This design comes from an exercise in tuning for small area, a short achievable clock period and few clock cycles per item on the open sky130 flow, not from production work.
No driver is modelled on the clock port, so clock power and skew are understated where the tree is cut down; a real chip needs a root buffer or a tree.
Power and IR drop assume default switching activity.

== north ==
==> flow/design.v <==
`default_nettype none
package rhss_pkg;
  localparam int BYTE_W        = 8;
  localparam int POSITION_W    = 32;
  localparam int LENGTH_W      = 6;
  localparam int CFG_DATA_W    = 64;
  localparam int CFG_INDEX_W   = 3;
  localparam int PATTERN_WORDS = 4;
  localparam int MAX_PATTERN   = 32;
  localparam logic [CFG_INDEX_W-1:0] REG_PATTERN_LENGTH = 3'd0;
endpackage
`default_nettype wire
`default_nettype none
import rhss_pkg::*;
module rolling_hash_string_search (
  input  wire logic                   clk,
  input  wire logic                   rst,
  input  wire logic                   cfg_write_enable,
  input  wire logic [rhss_pkg::CFG_INDEX_W-1:0] cfg_index,
  input  wire logic [rhss_pkg::CFG_DATA_W-1:0]  cfg_data,
  input  wire logic                   text_valid,
  output wire logic                   text_ready,
  input  wire logic [rhss_pkg::BYTE_W-1:0]      text_byte,
  input  wire logic                   text_last,
  output wire logic                   result_valid,
  input  wire logic                   result_ready,
  output wire logic                   result_found,
  output wire logic [rhss_pkg::POSITION_W-1:0]  result_position
);
  logic [CFG_DATA_W-1:0]    pat_word [PATTERN_WORDS];
  logic [PATTERN_WORDS-1:0] word_set;      
  logic [4:0]               len5;          
  logic                     s1_valid;
  logic [BYTE_W-1:0]        s1_byte;
  logic                     s1_last;
  logic                     first;         
  logic [MAX_PATTERN-1:0]   mvec;
  logic                     s2_valid;
  logic                     s2_last;
  logic                     s2_first;
  logic                     after_first;   
  logic                     matched;       
  logic                     out_valid;
  logic                     out_found;
  logic [POSITION_W-1:0]    pos;           
  logic                     ready_q;
  logic [PATTERN_WORDS-1:0] wr_en;
  always_comb begin
    for (int w = 0; w < PATTERN_WORDS; w++) begin
      wr_en[w] = cfg_write_enable && cfg_index == CFG_INDEX_W'(w + 1);
    end
  end
  always_ff @(posedge clk) begin
    for (int w = 0; w < PATTERN_WORDS; w++) begin
      if (wr_en[w]) pat_word[w] <= cfg_data;
    end
  end
  logic                     hit;
  logic                     need;
  logic                     writes;
  logic                     stall;
  logic                     go;
  logic                     zero_pos;
  logic [POSITION_W-1:0]    pos_cur;
  logic [MAX_PATTERN-1:0]   mvec_rot;
  assign mvec_rot = {mvec[MAX_PATTERN-2:0], mvec[MAX_PATTERN-1]};
  assign hit    = mvec_rot[len5];
  assign need   = s2_valid && !matched;
  assign writes = !s2_first || hit || s2_last;
  assign stall  = need && writes && out_valid;
  assign go     = need && writes && !stall;
  assign pos_cur  = after_first ? (POSITION_W'(2) - POSITION_W'({len5 == 5'd0, len5}))
                                : (pos + POSITION_W'(1));
  assign zero_pos = s2_first || (s2_last && !hit);
  logic                     take;
  logic                     adv;
  logic [MAX_PATTERN-1:0]   eq;
  logic [MAX_PATTERN-1:0]   mvec_new;
  assign take = text_valid && ready_q;
  assign adv  = s1_valid && !stall;
  always_comb begin
    for (int k = 0; k < MAX_PATTERN; k++) begin
      eq[k] = word_set[k/8] ? (s1_byte == pat_word[k/8][(k%8)*8 +: 8]) : (s1_byte == 8'd0);
    end
    mvec_new = eq & {mvec[MAX_PATTERN-2:0] & {(MAX_PATTERN-1){!first}}, 1'b1};
  end
  logic out_valid_nx;
  logic s1_valid_nx;
  logic s2_valid_nx;
  logic s2_first_nx;
  logic s2_last_nx;
  logic matched_nx;
  always_comb begin
    out_valid_nx = out_valid && !result_ready;
    if (go && (hit || s2_last)) out_valid_nx = 1'b1;
    s1_valid_nx = take || (s1_valid && stall);
    s2_valid_nx = stall ? s2_valid : s1_valid;
    s2_first_nx = stall ? s2_first : first;
    s2_last_nx  = stall ? s2_last : s1_last;
    matched_nx  = matched;
    if (s2_valid && !stall) begin
      if (s2_last) matched_nx = 1'b0;
      else if (need && hit) matched_nx = 1'b1;
    end
  end
  always_ff @(posedge clk) begin
    if (rst) begin
      word_set  <= '0;
      len5      <= 5'd1;
      s1_valid  <= 1'b0;
      first     <= 1'b1;
      s2_valid  <= 1'b0;
      matched   <= 1'b0;
      out_valid <= 1'b0;
      ready_q   <= 1'b1;
    end else begin
      word_set <= word_set | wr_en;
      if (cfg_write_enable && cfg_index == REG_PATTERN_LENGTH) begin
        if (cfg_data[5]) len5 <= 5'd0;
        else if (cfg_data[4:0] == 5'd0) len5 <= 5'd1;
        else len5 <= cfg_data[4:0];
      end
      s1_valid  <= s1_valid_nx;
      if (adv) first <= s1_last;
      s2_valid  <= s2_valid_nx;
      matched   <= matched_nx;
      out_valid <= out_valid_nx;
      ready_q   <= !(s1_valid_nx && out_valid_nx && s2_valid_nx && !matched_nx &&
                     (!s2_first_nx || len5 == 5'd1 || s2_last_nx));
    end
  end
  always_ff @(posedge clk) begin
    if (!(s1_valid && stall)) begin
      s1_byte <= text_byte;
      s1_last <= text_last;
    end
    if (adv) begin
      mvec     <= mvec_new;
      s2_last  <= s1_last;
      s2_first <= first;
    end
    if (s2_valid && !stall) after_first <= s2_first;
    out_found <= (out_found && !go) || (hit && go && s2_valid);
    pos       <= (pos & {POSITION_W{!go}}) | (pos_cur & {POSITION_W{go && !zero_pos}});
  end
  assign text_ready      = ready_q;
  assign result_valid    = out_valid;
  assign result_found    = out_found;
  assign result_position = pos;
endmodule
`default_nettype wire
==> flow/config.mk <==
export PLATFORM = sky130hd
export DESIGN_NAME = rolling_hash_string_search
export DESIGN_NICKNAME = rolling_hash_string_search
export VERILOG_FILES = /design/flow/design.v
export SDC_FILE = /design/flow/constraint.sdc
export NUM_CORES = 4
export LEC_CHECK = 0
export CAP_MARGIN = 20
export CORE_MARGIN = 2
export CORE_UTILIZATION = 55
export PLACE_DENSITY = 0.8
export SLEW_MARGIN = 20
==> flow/constraint.sdc <==
create_clock -name core_clock -period 11.0 [get_ports {clk}]
set_input_delay 2.2000 -clock core_clock [delete_from_list [all_inputs] [get_ports {clk}]]
set_output_delay 2.2000 -clock core_clock [all_outputs]
set_load 0.01 [all_outputs]
standard.sh (not shown) runs the stock make flow with config.mk's settings and CLKGATE_MAP_FILE= SYNTH_SCRIPT=/design/flow/synth_recipe.tcl, a recipe that flattens the netlist after the stock synthesis.
==> flow/flow/run.sh <==
#!/bin/bash
set -euo pipefail
source flow/settings.sh
bash standard.sh "${ARGS[@]}" cts > make_cts.log 2>&1
openroad -no_init -exit flow/clock_root.tcl > clock_root.log 2>&1
bash standard.sh "${ARGS[@]}" finish > make_finish.log 2>&1
Other scripts of this flow, unchanged in this note and not shown: flow/flow/clock_root.tcl, flow/flow/out_iso.tcl, flow/flow/settings.sh
The flow did not stop early for north: all stages ran, and the layout cleared the timing, design-rule and antenna checks.
For south, these inputs were changed with respect to north:
--- a/flow/design.v
+++ b/flow/design.v
@@ -30,9 +30,6 @@
   logic [CFG_DATA_W-1:0]    pat_word [PATTERN_WORDS];
   logic [PATTERN_WORDS-1:0] word_set;      
   logic [4:0]               len5;          
-  logic                     s1_valid;
-  logic [BYTE_W-1:0]        s1_byte;
-  logic                     s1_last;
   logic                     first;         
   logic [MAX_PATTERN-1:0]   mvec;
   logic                     s2_valid;
@@ -64,28 +61,25 @@
   logic [POSITION_W-1:0]    pos_cur;
   logic [MAX_PATTERN-1:0]   mvec_rot;
   assign mvec_rot = {mvec[MAX_PATTERN-2:0], mvec[MAX_PATTERN-1]};
-  assign hit    = mvec_rot[len5];
-  assign need   = s2_valid && !matched;
-  assign writes = !s2_first || hit || s2_last;
-  assign stall  = need && writes && out_valid;
-  assign go     = need && writes && !stall;
+  assign hit      = mvec_rot[len5];
+  assign need     = s2_valid && !matched;
+  assign writes   = !s2_first || hit || s2_last;
+  assign stall    = need && writes && out_valid;
+  assign go       = need && writes && !stall;
   assign pos_cur  = after_first ? (POSITION_W'(2) - POSITION_W'({len5 == 5'd0, len5}))
                                 : (pos + POSITION_W'(1));
   assign zero_pos = s2_first || (s2_last && !hit);
   logic                     take;
-  logic                     adv;
   logic [MAX_PATTERN-1:0]   eq;
   logic [MAX_PATTERN-1:0]   mvec_new;
   assign take = text_valid && ready_q;
-  assign adv  = s1_valid && !stall;
   always_comb begin
     for (int k = 0; k < MAX_PATTERN; k++) begin
-      eq[k] = word_set[k/8] ? (s1_byte == pat_word[k/8][(k%8)*8 +: 8]) : (s1_byte == 8'd0);
+      eq[k] = word_set[k/8] ? (text_byte == pat_word[k/8][(k%8)*8 +: 8]) : (text_byte == 8'd0);
     end
     mvec_new = eq & {mvec[MAX_PATTERN-2:0] & {(MAX_PATTERN-1){!first}}, 1'b1};
   end
   logic out_valid_nx;
-  logic s1_valid_nx;
   logic s2_valid_nx;
   logic s2_first_nx;
   logic s2_last_nx;
@@ -93,10 +87,9 @@
   always_comb begin
     out_valid_nx = out_valid && !result_ready;
     if (go && (hit || s2_last)) out_valid_nx = 1'b1;
-    s1_valid_nx = take || (s1_valid && stall);
-    s2_valid_nx = stall ? s2_valid : s1_valid;
-    s2_first_nx = stall ? s2_first : first;
-    s2_last_nx  = stall ? s2_last : s1_last;
+    s2_valid_nx = take || (s2_valid && stall);
+    s2_first_nx = take ? first : s2_first;
+    s2_last_nx  = take ? text_last : s2_last;
     matched_nx  = matched;
     if (s2_valid && !stall) begin
       if (s2_last) matched_nx = 1'b0;
@@ -107,7 +100,6 @@
     if (rst) begin
       word_set  <= '0;
       len5      <= 5'd1;
-      s1_valid  <= 1'b0;
       first     <= 1'b1;
       s2_valid  <= 1'b0;
       matched   <= 1'b0;
@@ -120,23 +112,18 @@
         else if (cfg_data[4:0] == 5'd0) len5 <= 5'd1;
         else len5 <= cfg_data[4:0];
       end
-      s1_valid  <= s1_valid_nx;
-      if (adv) first <= s1_last;
+      if (take) first <= text_last;
       s2_valid  <= s2_valid_nx;
       matched   <= matched_nx;
       out_valid <= out_valid_nx;
-      ready_q   <= !(s1_valid_nx && out_valid_nx && s2_valid_nx && !matched_nx &&
+      ready_q   <= !(out_valid_nx && s2_valid_nx && !matched_nx &&
                      (!s2_first_nx || len5 == 5'd1 || s2_last_nx));
     end
   end
   always_ff @(posedge clk) begin
-    if (!(s1_valid && stall)) begin
-      s1_byte <= text_byte;
-      s1_last <= text_last;
-    end
-    if (adv) begin
+    if (take) begin
       mvec     <= mvec_new;
-      s2_last  <= s1_last;
+      s2_last  <= text_last;
       s2_first <= first;
     end
     if (s2_valid && !stall) after_first <= s2_first;
--- outcome ---
Number of antenna violations at the first check in global routing ended up 2 lower on south than on north.
Compared with north, in south worst setup slack down 550 ps; clock power down about 1%.
Side by side, number of buffers inserted to repair setup after CTS turned out higher in south than in north.
Final area was lower in north than in south.
south vs. north: flip-flop and latch count lost 10, core utilization picked up an extra 4.0 points, total power picked up an extra about 3.4%.
On sum of routed wire length over all layers: between north and south, it ends up higher for south.
Relative to north, global-route wire length before repair has gone up in south.
Number of distinct library cells after synthesis (south over north): decrease, 6.8%
No run of this note included a check of the RTL's function; only the layout flow was run.

what the ideal ports hide:
The flow's constraints put no driver on any port. The routed layouts listed below were extracted and timed again, unchanged, in two steps. Step 1: set_driving_cell puts a clkbuf_16 on clk and a buf_2 on each other input, an assumption about the parent block. Step 2 adds t to the input delays and takes it off the output delays; t is the mean of the earliest and latest rising clock arrival at the registers after step 1. Input paths then give back, and output paths get back, about the clock's delay inside the block. a / b / c = no drivers / after step 1 / after step 2; a / b = the first two.
run | t, ns | slack for setup (ns) | clock arrival spread, ns | worst data-port slew with drivers (ns)
north | 0.434 | 7.944 / 7.881 / 7.544 | 0.049 / 0.049 | 0.07
south | 0.432 | 7.398 / 7.428 / 6.996 | 0.032 / 0.032 | 0.07
After both steps every run listed still meets setup and hold. The setup slack of south, which loses most, moves by +0.030 ns with the drivers and by -0.402 ns with both steps.
